This design comes from an exercise in tuning for small area on the open sky130 flow, not from production work.
Only simulation tests tie the RTL to the original design; equivalence was not proved.
Power and IR drop assume default switching activity.

## P
==> flow/design.v <==
package cov_mon_pkg;
  localparam int Q_W = 23;                      
  localparam int R_W = 10;
  localparam logic [Q_W-1:0] Q_SAT = 23'd4294967;
  localparam logic [R_W-1:0] R_SAT = 10'd295;
  localparam logic [R_W-1:0] R_TOP = 10'd999;
  localparam logic [15:0] WDOG_LIMIT = 16'd50000;
endpackage
module cov_stall_channel (
  input  logic        clock,
  input  logic        reset,
  input  logic        en,
  input  logic        clr,
  input  logic        step_q,      
  input  logic        snz_q,       
  input  logic [29:0] cov_i,
  input  logic        mask_i,
  output logic        stall_i,
  output logic        zero_o,      
  output logic [22:0] q_o,         
  output logic [9:0]  r_o
);
  logic [29:0] snap_q;
  logic [22:0] pq_q, cq;
  logic [9:0]  pr_q, cr;
  logic        zero_q;
  logic        chg, sat, wrap, inc;
  assign sat  = ((pq_q & cov_mon_pkg::Q_SAT) == cov_mon_pkg::Q_SAT) &&
                ((pr_q & cov_mon_pkg::R_SAT) == cov_mon_pkg::R_SAT);
  assign wrap = (pr_q & cov_mon_pkg::R_TOP) == cov_mon_pkg::R_TOP;
  assign inc  = step_q & ~sat;
  always_comb begin
    cq = pq_q;
    cr = pr_q;
    if (zero_q) begin
      cq = '0;
      cr = '0;
    end else if (inc) begin
      if (wrap) begin
        cr = '0;
        cq = pq_q + 1'b1;
      end else begin
        cr = pr_q + 1'b1;
      end
    end
  end
  assign chg = snz_q ? (|cov_i) : (cov_i != snap_q);
  always_ff @(posedge clock) begin
    if (clr | en) snap_q <= cov_i;
  end
  always_ff @(posedge clock) begin
    if (!reset) begin
      pq_q   <= '0;
      pr_q   <= '0;
      zero_q <= 1'b1;
    end else begin
      pq_q   <= cq;
      pr_q   <= cr;
      zero_q <= clr | (en & chg);
    end
  end
  logic gt;
  always_comb begin
    gt = inc & wrap;
    for (int i = 0; i < 11; i++)
      gt = (pq_q[i] & ~cov_i[19+i]) | (~(pq_q[i] ^ cov_i[19+i]) & gt);
  end
  assign stall_i = mask_i & ~zero_q & ((|pq_q[22:11]) | gt);
  assign zero_o  = zero_q;
  assign q_o     = pq_q;
  assign r_o     = pr_q;
endmodule
module cov_stall_monitor (
  input  logic         clock,
  input  logic         reset,
  input  logic         en,
  input  logic [119:0] cov,
  input  logic [3:0]   ch_mask,
  input  logic         done,
  input  logic         irq_ack,
  output logic         irq,
  output logic [4:0]   irq_cause,
  output logic [31:0]  stall_cnt_max
);
  logic        fired_q, drain_q;
  logic [4:0]  cause_q;
  logic [15:0] wdog_q;
  logic        step_q;
  logic        snz_q;    
  logic [5:0]  ge_q;
  logic [3:0]  top_q;
  logic [3:0]  stall, zero;
  logic [22:0] q [4];
  logic [9:0]  r [4];
  logic        ack_ok, clr, wd_hit, idle, hold_end;
  assign idle   = ~fired_q & ~drain_q;
  assign ack_ok = en & fired_q & irq_ack;
  assign clr    = done | ack_ok;
  assign wd_hit = (wdog_q & cov_mon_pkg::WDOG_LIMIT) == cov_mon_pkg::WDOG_LIMIT;
  assign hold_end = &wdog_q[3:0];
  for (genvar i = 0; i < 4; i++) begin : g_ch
    cov_stall_channel u_ch (
      .clock   (clock),
      .reset   (reset),
      .en      (en),
      .clr     (clr),
      .step_q  (step_q),
      .snz_q   (snz_q),
      .cov_i   (cov[i*30 +: 30]),
      .mask_i  (ch_mask[i]),
      .stall_i (stall[i]),
      .zero_o  (zero[i]),
      .q_o     (q[i]),
      .r_o     (r[i])
    );
  end
  logic [3:0] top, top_d;
  assign top = top_q;
  logic [22:0] q_m;
  logic [9:0]  r_m;
  always_comb begin
    q_m = '0;
    r_m = '0;
    for (int i = 0; i < 4; i++) begin
      q_m = q_m | ({23{top[i]}} & q[i]);
      r_m = r_m | ({10{top[i]}} & r[i]);
    end
  end
  logic [28:0] hi;
  assign hi = 29'({q_m, r_m[9:3]}) - 29'({q_m, 1'b0}) - 29'(q_m);
  logic [5:0] ge_d;
  assign ge_d[0] = zero[1] | (~zero[0] & ge_q[0]);
  assign ge_d[1] = zero[2] | (~zero[0] & ge_q[1]);
  assign ge_d[2] = zero[3] | (~zero[0] & ge_q[2]);
  assign ge_d[3] = zero[2] | (~zero[1] & ge_q[3]);
  assign ge_d[4] = zero[3] | (~zero[1] & ge_q[4]);
  assign ge_d[5] = zero[3] | (~zero[2] & ge_q[5]);
  assign top_d[0] =  ge_d[0] &  ge_d[1] &  ge_d[2];
  assign top_d[1] = ~ge_d[0] &  ge_d[3] &  ge_d[4];
  assign top_d[2] = ~ge_d[1] & ~ge_d[3] &  ge_d[5];
  assign top_d[3] = ~ge_d[2] & ~ge_d[4] & ~ge_d[5];
  always_ff @(posedge clock) begin
    if (!reset) begin
      fired_q <= 1'b0;
      drain_q <= 1'b0;
      cause_q <= '0;
      wdog_q  <= '0;
      step_q  <= 1'b0;
      snz_q   <= 1'b1;
      ge_q    <= '1;
      top_q   <= 4'b0001;
    end else begin
      step_q <= en;
      if (clr | en) snz_q <= 1'b0;
      ge_q   <= ge_d;
      top_q  <= top_d;
      if (clr) wdog_q <= '0;
      else if (en) begin
        if (drain_q) wdog_q <= hold_end ? 16'd0 : wdog_q + 1'b1;
        else if (!wd_hit) wdog_q <= wdog_q + 1'b1;
      end
      if (done) begin
        fired_q <= 1'b0;
        drain_q <= 1'b0;
        cause_q <= '0;
      end else if (en) begin
        if (idle) begin
          if ((|stall) || wd_hit) begin
            fired_q <= 1'b1;
            cause_q <= {wd_hit, stall};
          end
        end else if (fired_q) begin
          if (irq_ack) begin
            fired_q <= 1'b0;
            drain_q <= 1'b1;
          end
        end else begin
          if (hold_end) drain_q <= 1'b0;
        end
      end
    end
  end
  assign irq           = fired_q;
  assign irq_cause     = cause_q;
  assign stall_cnt_max = {hi, r_m[2:0]};
endmodule
==> flow/config.mk <==
export PLATFORM = sky130hd
export DESIGN_NAME = cov_stall_monitor
export DESIGN_NICKNAME = cov_stall_monitor
export VERILOG_FILES = /design/flow/design.v
export SDC_FILE = /design/flow/constraint.sdc
export NUM_CORES = 4
export LEC_CHECK = 0
export CAP_MARGIN = 20
export CORE_MARGIN = 2
export CORE_UTILIZATION = 40
export SLEW_MARGIN = 20
==> flow/constraint.sdc <==
create_clock -name core_clock -period 8.5 [get_ports {clock}]
set_input_delay 1.7000 -clock core_clock [delete_from_list [all_inputs] [get_ports {clock}]]
set_output_delay 1.7000 -clock core_clock [all_outputs]
set_load 0.01 [all_outputs]
standard.sh (not shown) runs the stock make flow with config.mk's settings and CLKGATE_MAP_FILE= SYNTH_SCRIPT=/design/flow/synth_recipe.tcl, a recipe that flattens the netlist after the stock synthesis.
==> flow/flow/run.sh <==
#!/bin/bash
# Standard layout (the standard.sh) with these changes:
#  - synthesis maps the logic with an area-oriented ABC script (flow/area.abc) in place of
#    ORFS's speed script; everything else in the synthesis (registers included) is unchanged;
#  - no full/half-adder cell extraction before ABC (ABC maps the arithmetic);
#  - the port buffers are the smallest buffer cell;
#  - clock tree: small clock buffers in small clusters, no dummy loads.
# ORFS writes each step's full log under orfs/logs/; make's own output goes to standard_own.log.
set -euo pipefail
W=$PWD
cp config.mk config_own.mk
cat >> config_own.mk <<'EOC'
export ADDER_MAP_FILE =
export BUFFER_PORTS_ARGS = -buffer_cell sky130_fd_sc_hd__buf_1
export CTS_ARGS = -sink_clustering_enable -repair_clock_nets -dont_use_dummy_load -buf_list sky130_fd_sc_hd__clkbuf_16 -sink_clustering_size 30 -sink_clustering_max_diameter 90
EOC
{
  echo 'proc abc {args} {'
  echo '  set i [lsearch $args -script]'
  echo "  if {\$i >= 0} { set args [lreplace \$args \$i [expr {\$i + 1}] -script $W/flow/area.abc] }"
  echo '  yosys abc {*}$args'
  echo '}'
  cat synth_recipe.tcl
} > synth_own.tcl
sed -e "s#DESIGN_CONFIG=[^ ]*#DESIGN_CONFIG=$W/config_own.mk#" \
    -e "s#SYNTH_SCRIPT=[^ ]*#SYNTH_SCRIPT=$W/synth_own.tcl#" standard.sh > standard_own.sh
grep -q "config_own.mk" standard_own.sh
grep -q "synth_own.tcl" standard_own.sh
bash standard_own.sh > standard_own.log 2>&1
==> flow/flow/area.abc <==
strash
&get -n
&fraig -x
&put
scorr
dc2
strash
&get -n
&dch -f
&nf -a -R 1000
&put
> inputs changed (P -> Q)
# P
export LEC_CHECK = 0
export CAP_MARGIN = 20
export CORE_MARGIN = 2
export CORE_UTILIZATION = 40
export SLEW_MARGIN = 20
create_clock -name core_clock -period 8.5 [get_ports {clock}]
# Q
export LEC_CHECK = 0
export CAP_MARGIN = 20
export CORE_MARGIN = 2
export CORE_UTILIZATION = 60
export PLACE_DENSITY = 0.75
export SLEW_MARGIN = 20
create_clock -name core_clock -period 8.5 [get_ports {clock}]
-- flow/flow/run.sh --
<<< P, line 14
export BUFFER_PORTS_ARGS = -buffer_cell sky130_fd_sc_hd__buf_1
export CTS_ARGS = -sink_clustering_enable -repair_clock_nets -dont_use_dummy_load -buf_list sky130_fd_sc_hd__clkbuf_16 -sink_clustering_size 30 -sink_clustering_max_diameter 90
EOC
>>> Q, line 14
export BUFFER_PORTS_ARGS = -buffer_cell sky130_fd_sc_hd__buf_1
export CTS_ARGS = -sink_clustering_enable -repair_clock_nets -dont_use_dummy_load -buf_list sky130_fd_sc_hd__clkbuf_8 -sink_clustering_size 20 -sink_clustering_max_diameter 60
EOC
## What came out
Looking at end point of the critical path, the stall_cnt_max[29] result is from Q; the stall_cnt_max[31] one comes from P.
Compare Q and P | final worst-path setup slack higher: Q
The clock buffer count in the final layout in Q sits 8 above the value recorded for P.
What Q reported for count of non-filler cells in the finished layout has to be multiplied by 1.07 to get the figure for P.
Comparing portion of total power attributed to combinational logic for Q and P, the bigger number came from Q.
For Q and P, there was not a single run that failed to finish clean.
In Q, sum of met3 wire segment lengths after detailed routing is higher than in P.
Compared to P, Q was floorplanned on a smaller die.
Summary of the comparison: layout buffering overhead excluding clock cells is lower in Q, relative to P.
Of the two values seen for cell with the largest stage delay on the worst path, a222oi_1 was produced by P and dfxtp_1 by Q.
Going from P to Q, internal power contribution dropped about 4%, maximum frequency climbed 2.1 MHz, fraction of power consumed by the clock network now sits lower.
Input changes introduced in R (baseline for comparison: Q):
# Q
export LEC_CHECK = 0
export CAP_MARGIN = 20
export CORE_MARGIN = 2
export CORE_UTILIZATION = 60
export PLACE_DENSITY = 0.75
export SLEW_MARGIN = 20
create_clock -name core_clock -period 8.5 [get_ports {clock}]
# R
export LEC_CHECK = 0
export CAP_MARGIN = 20
export CORE_MARGIN = 2
export CORE_UTILIZATION = 40
export SLEW_MARGIN = 20
create_clock -name core_clock -period 8.5 [get_ports {clock}]
-- flow/flow/area.abc --
<<< Q, line 9
&dch -f
&nf -a -R 1000
&put
>>> R, line 9
&dch -f
&nf -R 1000
&put
strash
&get -n
&dch -f
&nf -R 1000
&put
### Flow results
R: no failed stages, no open violations at the end. When R is measured against Q, its design area turns out about 2.2% higher. Taking R as 1.0, Q lands at 0.919 on wire length of the first global-routing pass. Delta (R minus Q): cell area after synthesis has decreased; power has increased; portion of total power attributed to the clock network now sits higher; clock-buffer cell count grew by about 17%.
What S does differently from R at the input level:
# R
export LEC_CHECK = 0
export CAP_MARGIN = 20
export CORE_MARGIN = 2
export CORE_UTILIZATION = 40
export SLEW_MARGIN = 20
create_clock -name core_clock -period 8.5 [get_ports {clock}]
# S
export LEC_CHECK = 0
export CAP_MARGIN = 20
export CORE_MARGIN = 2
export CORE_UTILIZATION = 60
export PLACE_DENSITY = 0.75
export SLEW_MARGIN = 20
create_clock -name core_clock -period 8.5 [get_ports {clock}]
### Flow results
S improves on R in routed wire length. The first-pass GRT wire length number comes out lower for S vs R. Taking R as the reference, in S power shrank by about 2%; final period demand of the worst path has increased. The core of S is more densely filled than that of R. The flow for S finished, though final verification flagged setup timing. The sequential share of layout area in S sits 0.47 points above the value recorded for R.
Changes in T relative to S:
==> flow/flow/area.abc <==
strash
&get -n
&fraig -x
&put
scorr
dc2
strash
&get -n
&dch
&nf -R 1000
&put
Notes after the runs:
T finished all stages; the layout is clean. In S the implementation completed, yet the final layout does not meet the checks, the culprit being setup timing. Routing usage on met3 of T is on par with S. Going from S to T, portion of the clock cycle consumed by the worst path in the final layout dropped 4.4 points; sum of negative setup slack grew by 130 ps; cell count after placement held. T vs S: multi-input combinational area share up in T. S was larger in final cell area than T.

[re-timing with driven ports]
Ports are ideal in the flow. The routed layouts listed here were re-timed in OpenROAD. Step 1 assumes that a clkbuf_16 drives the clock port and a buf_2 every other input. Step 2 also shifts input and output timing later by t, the mid clock arrival at the registers, as if the neighbouring blocks saw the same clock. Slacks: ideal / step 1 / step 2; pairs: ideal / step 1.
| run | shift t [ns] | slack for setup (ns) | worst hold slack (ns) | worst setup path at the end |
|---|---|---|---|---|
| P | 0.542 | 0.194 / 0.143 / 0.685 | 0.500 / 0.500 / 0.500 | register to output |
| Q | 0.591 | 0.335 / 0.287 / 0.878 | 0.502 / 0.502 / 0.502 | register to output |
| R | 0.626 | 0.147 / 0.099 / 0.725 | 0.482 / 0.482 / 0.482 | register to output |
| S | 0.592 | -0.055 / -0.100 / 0.492 | 0.486 / 0.486 / 0.486 | register to output |
| T | 0.594 | 0.322 / 0.276 / 0.870 | 0.494 / 0.494 / 0.494 | register to output |
